Context: an optimization exercise on an open-source flow, tuned for small area. The choices shown serve that exercise and are no tape-out recipe. RTL that was checked went through simulation tests only; none was proved equivalent to the original. Power and IR drop assume default switching activity.

## matmul_controller
module matmul_controller #(
  parameter int N    = 4,
  parameter int ROWS = 2,
  parameter int COLS = 2
) (
  input  logic                    clk,
  input  logic                    reset,
  input  logic                    job_valid,
  output logic                    job_ready,
  input  logic [31:0]             a_addr,
  input  logic [31:0]             b_addr,
  input  logic [31:0]             c_addr,
  input  logic [8:0]              matrix_len,
  output logic                    done,
  output logic [ROWS-1:0]         a_valid,
  input  logic [ROWS-1:0]         a_ready,
  output logic [ROWS*32-1:0]      a_strip_addr,
  output logic [ROWS*16-1:0]      a_repeats,
  output logic [8:0]              a_len,
  output logic [COLS-1:0]         b_valid,
  input  logic [COLS-1:0]         b_ready,
  output logic [COLS*32-1:0]      b_strip_addr,
  output logic [8:0]              b_len,
  output logic [ROWS*COLS-1:0]    c_valid,
  input  logic [ROWS*COLS-1:0]    c_ready,
  output logic [ROWS*COLS*32-1:0] c_tile_addr,
  input  logic [ROWS*COLS-1:0]    cpl_valid,
  output logic [ROWS*COLS-1:0]    cpl_ready
);
Size in the first run: ~1800 cells after synthesis, about 440 I/O pins, ~15000 µm² of cells after synthesis.
==> module a_strip_issuer, before the edit <==
module a_strip_issuer (
  input  logic        clk,
  input  logic        reset,
  input  logic [31:0] job_a_addr,
  input  logic [9:0]  a_addr_mid,    
  input  logic [5:0]  job_k,
  input  logic [4:0]  job_km1,
  input  logic        job_active,
  input  logic        job_started,
  output logic [1:0]  a_valid,
  input  logic [1:0]  a_ready,
  output logic [63:0] a_strip_addr,
  output logic [31:0] a_repeats,
  output logic [8:0]  a_len
);
  logic [15:0] hi, hi1;
  logic        start;
  assign hi    = job_a_addr[31:16];
  assign hi1[0] = 1'b1;
  for (genvar i = 1; i < 16; i++) begin : g_flip
    assign hi1[i] = &hi[i-1:0];
  end
  assign start = job_active && !job_started;
  assign a_len = {job_k, 3'b0};
  for (genvar r = 0; r < 2; r++) begin : g_row
    logic [4:0]  k;
    logic        fin;
    logic [10:0] s;
    logic        xfer;
    logic        b5;
    assign a_valid[r]  = job_started && !fin;
    assign xfer        = a_valid[r] && a_ready[r];
    assign a_repeats[r*16+:16] = {10'b0, job_k};
    always_ff @(posedge clk) begin
      if (!job_active) begin
        k   <= '0;
        fin <= 1'b0;
      end else if (xfer) begin
        k   <= k + 1'b1;
        fin <= (k == job_km1);
      end
    end
    if (r == 0) begin : g_even
      assign b5 = job_a_addr[5];
      always_ff @(posedge clk) begin
        if (!job_active)
          s <= {1'b0, a_addr_mid};
        else if (xfer)
          s <= s + 11'(job_k);
      end
    end else begin : g_odd
      assign b5 = job_a_addr[5] ^ job_k[0];
      always_ff @(posedge clk) begin
        if (!job_active)
          s <= {1'b0, a_addr_mid};
        else if (start || xfer)
          s <= s + (start ? 11'(job_k[5:1]) : 11'(job_k)) + 11'(start & job_a_addr[5] & job_k[0]);
      end
    end
    assign a_strip_addr[r*32+:32] = {hi ^ (hi1 & {16{s[10]}}), s[9:0], b5, job_a_addr[4:0]};
  end
endmodule
==> module b_strip_issuer, before the edit <==
module b_strip_issuer (
  input  logic        clk,
  input  logic        reset,
  input  logic [31:0] job_b_addr,
  input  logic [5:0]  job_k,
  input  logic [4:0]  job_km1,
  input  logic        job_active,
  input  logic        job_started,
  output logic [1:0]  b_valid,
  input  logic [1:0]  b_ready,
  output logic [63:0] b_strip_addr,
  output logic [8:0]  b_len
);
  logic [15:0] hi, hi1;
  logic        start;
  assign hi    = job_b_addr[31:16];
  assign hi1[0] = 1'b1;
  for (genvar i = 1; i < 16; i++) begin : g_flip
    assign hi1[i] = &hi[i-1:0];
  end
  assign start = job_active && !job_started;
  assign b_len = {job_k, 3'b0};
  for (genvar c = 0; c < 2; c++) begin : g_col
    logic [4:0]  jj;
    logic [4:0]  ii;
    logic        fin;
    logic [10:0] s;
    logic        xfer;
    logic        wrap;
    logic        restart;
    logic        b5;
    assign b_valid[c] = job_started && !fin;
    assign xfer       = b_valid[c] && b_ready[c];
    assign wrap       = (jj == job_km1);
    assign restart    = start || (xfer && wrap);
    always_ff @(posedge clk) begin
      if (!job_active) begin
        jj  <= '0;
        ii  <= '0;
        fin <= 1'b0;
      end else if (xfer) begin
        jj <= wrap ? '0 : jj + 1'b1;
        if (wrap) begin
          ii  <= ii + 1'b1;
          fin <= (ii == job_km1);
        end
      end
    end
    if (c == 0) begin : g_even
      assign b5 = job_b_addr[5];
      always_ff @(posedge clk) begin
        if (restart)
          s <= {1'b0, job_b_addr[15:6]};
        else if (xfer)
          s <= s + 11'(job_k);
      end
    end else begin : g_odd
      assign b5 = job_b_addr[5] ^ job_k[0];
      always_ff @(posedge clk) begin
        if (restart || xfer)
          s <= (restart ? {1'b0, job_b_addr[15:6]} : s)
             + (restart ? 11'(job_k[5:1]) : 11'(job_k))
             + 11'(restart & job_b_addr[5] & job_k[0]);
      end
    end
    assign b_strip_addr[c*32+:32] = {hi ^ (hi1 & {16{s[10]}}), s[9:0], b5, job_b_addr[4:0]};
  end
endmodule
==> module tile_writer_issuer, before the edit <==
module tile_writer_issuer (
  input  logic         clk,
  input  logic         reset,
  input  logic [31:0]  job_c_addr,
  input  logic [10:0]  c_addr_mid,    
  input  logic [5:0]   job_k,
  input  logic [4:0]   job_km1,
  input  logic         job_active,
  input  logic         job_started,
  output logic [3:0]   c_valid,
  input  logic [3:0]   c_ready,
  output logic [127:0] c_tile_addr
);
  logic [15:0] hi, hi1;
  logic        start;
  assign hi    = job_c_addr[31:16];
  assign hi1[0] = 1'b1;
  for (genvar i = 1; i < 16; i++) begin : g_flip
    assign hi1[i] = &hi[i-1:0];
  end
  assign start = job_active && !job_started;
  for (genvar p = 0; p < 4; p++) begin : g_proc
    localparam int R = p / 2;
    localparam int C = p % 2;
    logic [4:0]  jj;
    logic [4:0]  ii;
    logic        fin;
    logic [11:0] s;
    logic        xfer;
    logic        wrap;
    logic        addk;
    logic        cin;
    assign c_valid[p] = job_started && !fin;
    assign xfer       = c_valid[p] && c_ready[p];
    assign wrap       = (jj == job_km1);
    always_ff @(posedge clk) begin
      if (!job_active) begin
        jj  <= '0;
        ii  <= '0;
        fin <= 1'b0;
      end else if (xfer) begin
        jj <= wrap ? '0 : jj + 1'b1;
        if (wrap) begin
          ii  <= ii + 1'b1;
          fin <= (ii == job_km1);
        end
      end
    end
    assign addk = start ? 1'(R) : wrap;
    assign cin  = start ? (1'(C) & job_c_addr[4]) : 1'b1;
    always_ff @(posedge clk) begin
      if (!job_active)
        s <= {1'b0, c_addr_mid};
      else if (start || xfer)
        s <= s + (addk ? 12'(job_k) : 12'd0) + 12'(cin);
    end
    assign c_tile_addr[p*32+:32] = {hi ^ (hi1 & {16{s[11]}}), s[10:0], job_c_addr[4] ^ 1'(C), job_c_addr[3:0]};
  end
endmodule
clock: 6.5 ns
lec_check: 0
cap_margin: 10
core_margin: 2
core_utilization: 60
place_density: 0.7
slew_margin: 10
standard.sh (not shown) runs the stock make flow with config.mk's settings and CLKGATE_MAP_FILE= SYNTH_SCRIPT=/design/flow/synth_recipe.tcl, a recipe that flattens the netlist after the stock synthesis.
==> flow/flow/run.sh <==
#!/bin/bash
# Standard synthesis, then its combinational logic remapped for area (registers kept as
# they are), then the standard layout with the smallest buffer on the ports and a
# clock tree of small buffers in large clusters, without dummy clock loads.
set -euo pipefail
W=$(pwd)
F=$W/flow
R=$W/orfs/results/$FLOW_PLATFORM/matmul_controller/base
LIB=$FLOW_HOME/platforms/$FLOW_PLATFORM/lib/sky130_fd_sc_hd__tt_025C_1v80.lib

bash standard.sh synth > $W/standard_synth.log 2>&1

cp $R/1_2_yosys.v $W/standard_1_2_yosys.v
KEEP=$(grep -oE "sky130_fd_sc_hd__[a-z0-9_]+" $W/standard_1_2_yosys.v | sort -u \
  | grep -E "__(s?e?df|dl|sdl|conb)" | tr '\n' ' ')
RESYN_LIB=$LIB RESYN_NET=$W/standard_1_2_yosys.v RESYN_KEEP="$KEEP" \
  RESYN_DONT_USE="$(cat $F/dont_use.txt)" RESYN_SCRIPT=$F/area.abc RESYN_OUT=$W/resyn.v \
  yosys -c $F/resyn.tcl > $W/resyn_yosys.log 2>&1
cp $W/resyn.v $R/1_2_yosys.v
rm -f $R/1_synth.odb $R/1_synth.sdc

bash standard.sh "BUFFER_PORTS_ARGS=-buffer_cell sky130_fd_sc_hd__buf_1" \
  "SKIP_REPAIR_TIE_FANOUT=1" \
  "CTS_ARGS=-sink_clustering_enable -repair_clock_nets -dont_use_dummy_load -buf_list sky130_fd_sc_hd__clkbuf_4 -sink_clustering_size 10 -sink_clustering_max_diameter 40" \
  finish > $W/standard_flow.log 2>&1
Other scripts of this flow, unchanged in this note and not shown: flow/flow/area.abc, flow/flow/dont_use.txt, flow/flow/resyn.tcl
The baseline completed without violations.
==> next run, changes <==
--- a/flow/design.v
+++ b/flow/design.v
@@ -69,11 +69,7 @@
   output logic [8:0]  a_len
 );
-  logic [15:0] hi, hi1;
+  logic [15:0] hi;
   logic        start;
   assign hi    = job_a_addr[31:16];
-  assign hi1[0] = 1'b1;
-  for (genvar i = 1; i < 16; i++) begin : g_flip
-    assign hi1[i] = &hi[i-1:0];
-  end
   assign start = job_active && !job_started;
   assign a_len = {job_k, 3'b0};
@@ -113,5 +109,5 @@
       end
     end
-    assign a_strip_addr[r*32+:32] = {hi ^ (hi1 & {16{s[10]}}), s[9:0], b5, job_a_addr[4:0]};
+    assign a_strip_addr[r*32+:32] = {hi + 16'(s[10]), s[9:0], b5, job_a_addr[4:0]};
   end
 endmodule
@@ -130,11 +126,7 @@
   output logic [8:0]  b_len
 );
-  logic [15:0] hi, hi1;
+  logic [15:0] hi;
   logic        start;
   assign hi    = job_b_addr[31:16];
-  assign hi1[0] = 1'b1;
-  for (genvar i = 1; i < 16; i++) begin : g_flip
-    assign hi1[i] = &hi[i-1:0];
-  end
   assign start = job_active && !job_started;
   assign b_len = {job_k, 3'b0};
@@ -182,5 +174,5 @@
       end
     end
-    assign b_strip_addr[c*32+:32] = {hi ^ (hi1 & {16{s[10]}}), s[9:0], b5, job_b_addr[4:0]};
+    assign b_strip_addr[c*32+:32] = {hi + 16'(s[10]), s[9:0], b5, job_b_addr[4:0]};
   end
 endmodule
@@ -199,11 +191,7 @@
   output logic [127:0] c_tile_addr
 );
-  logic [15:0] hi, hi1;
+  logic [15:0] hi;
   logic        start;
   assign hi    = job_c_addr[31:16];
-  assign hi1[0] = 1'b1;
-  for (genvar i = 1; i < 16; i++) begin : g_flip
-    assign hi1[i] = &hi[i-1:0];
-  end
   assign start = job_active && !job_started;
   for (genvar p = 0; p < 4; p++) begin : g_proc
@@ -242,5 +230,5 @@
         s <= s + (addk ? 12'(job_k) : 12'd0) + 12'(cin);
     end
-    assign c_tile_addr[p*32+:32] = {hi ^ (hi1 & {16{s[11]}}), s[10:0], job_c_addr[4] ^ 1'(C), job_c_addr[3:0]};
+    assign c_tile_addr[p*32+:32] = {hi + 16'(s[11]), s[10:0], job_c_addr[4] ^ 1'(C), job_c_addr[3:0]};
   end
 endmodule
Outcome: The new run completed without violations; total power fell by 0.90%; combinational power rose by about 1%; wire length rose by 4.1%; worst setup slack is better by 40 ps; cell count stays flat; clock power fell by 5.1%; die area is about the same.
No functional check of the RTL was part of the second run of this note.

## static timing again, ports no longer ideal
The results above use ideal ports. As a check the final layouts listed here were re-extracted and re-timed, cells and wires unchanged.
Step 1 sets driving cells, clkbuf_16 on the clock port and buf_2 on the other inputs (assumed; they add their load-dependent delay and slew).
Step 2 adds t to the input delays and takes it off the output delays; t is the mean of the earliest and latest rising clock arrival at the registers after step 1. Input paths then give back, and output paths get back, about the clock's delay inside the block.
a / b / c = ideal / step 1 / step 2; a / b = the first two.
| run | t (ns) | setup WS [ns] | slew at the worst register clock pin (ns) | worst slew at a driven data input, ns | cell pins on the clock port's net |
|---|---|---|---|---|---|
| the first run | 0.687 | 0.426 / 0.379 / 0.437 | 0.11 / 0.11 | 0.09 | 1 |
| the second run | 0.701 | 0.467 / 0.418 / 0.527 | 0.12 / 0.12 | 0.07 | 1 |
After both steps setup and hold are still met in every run listed.
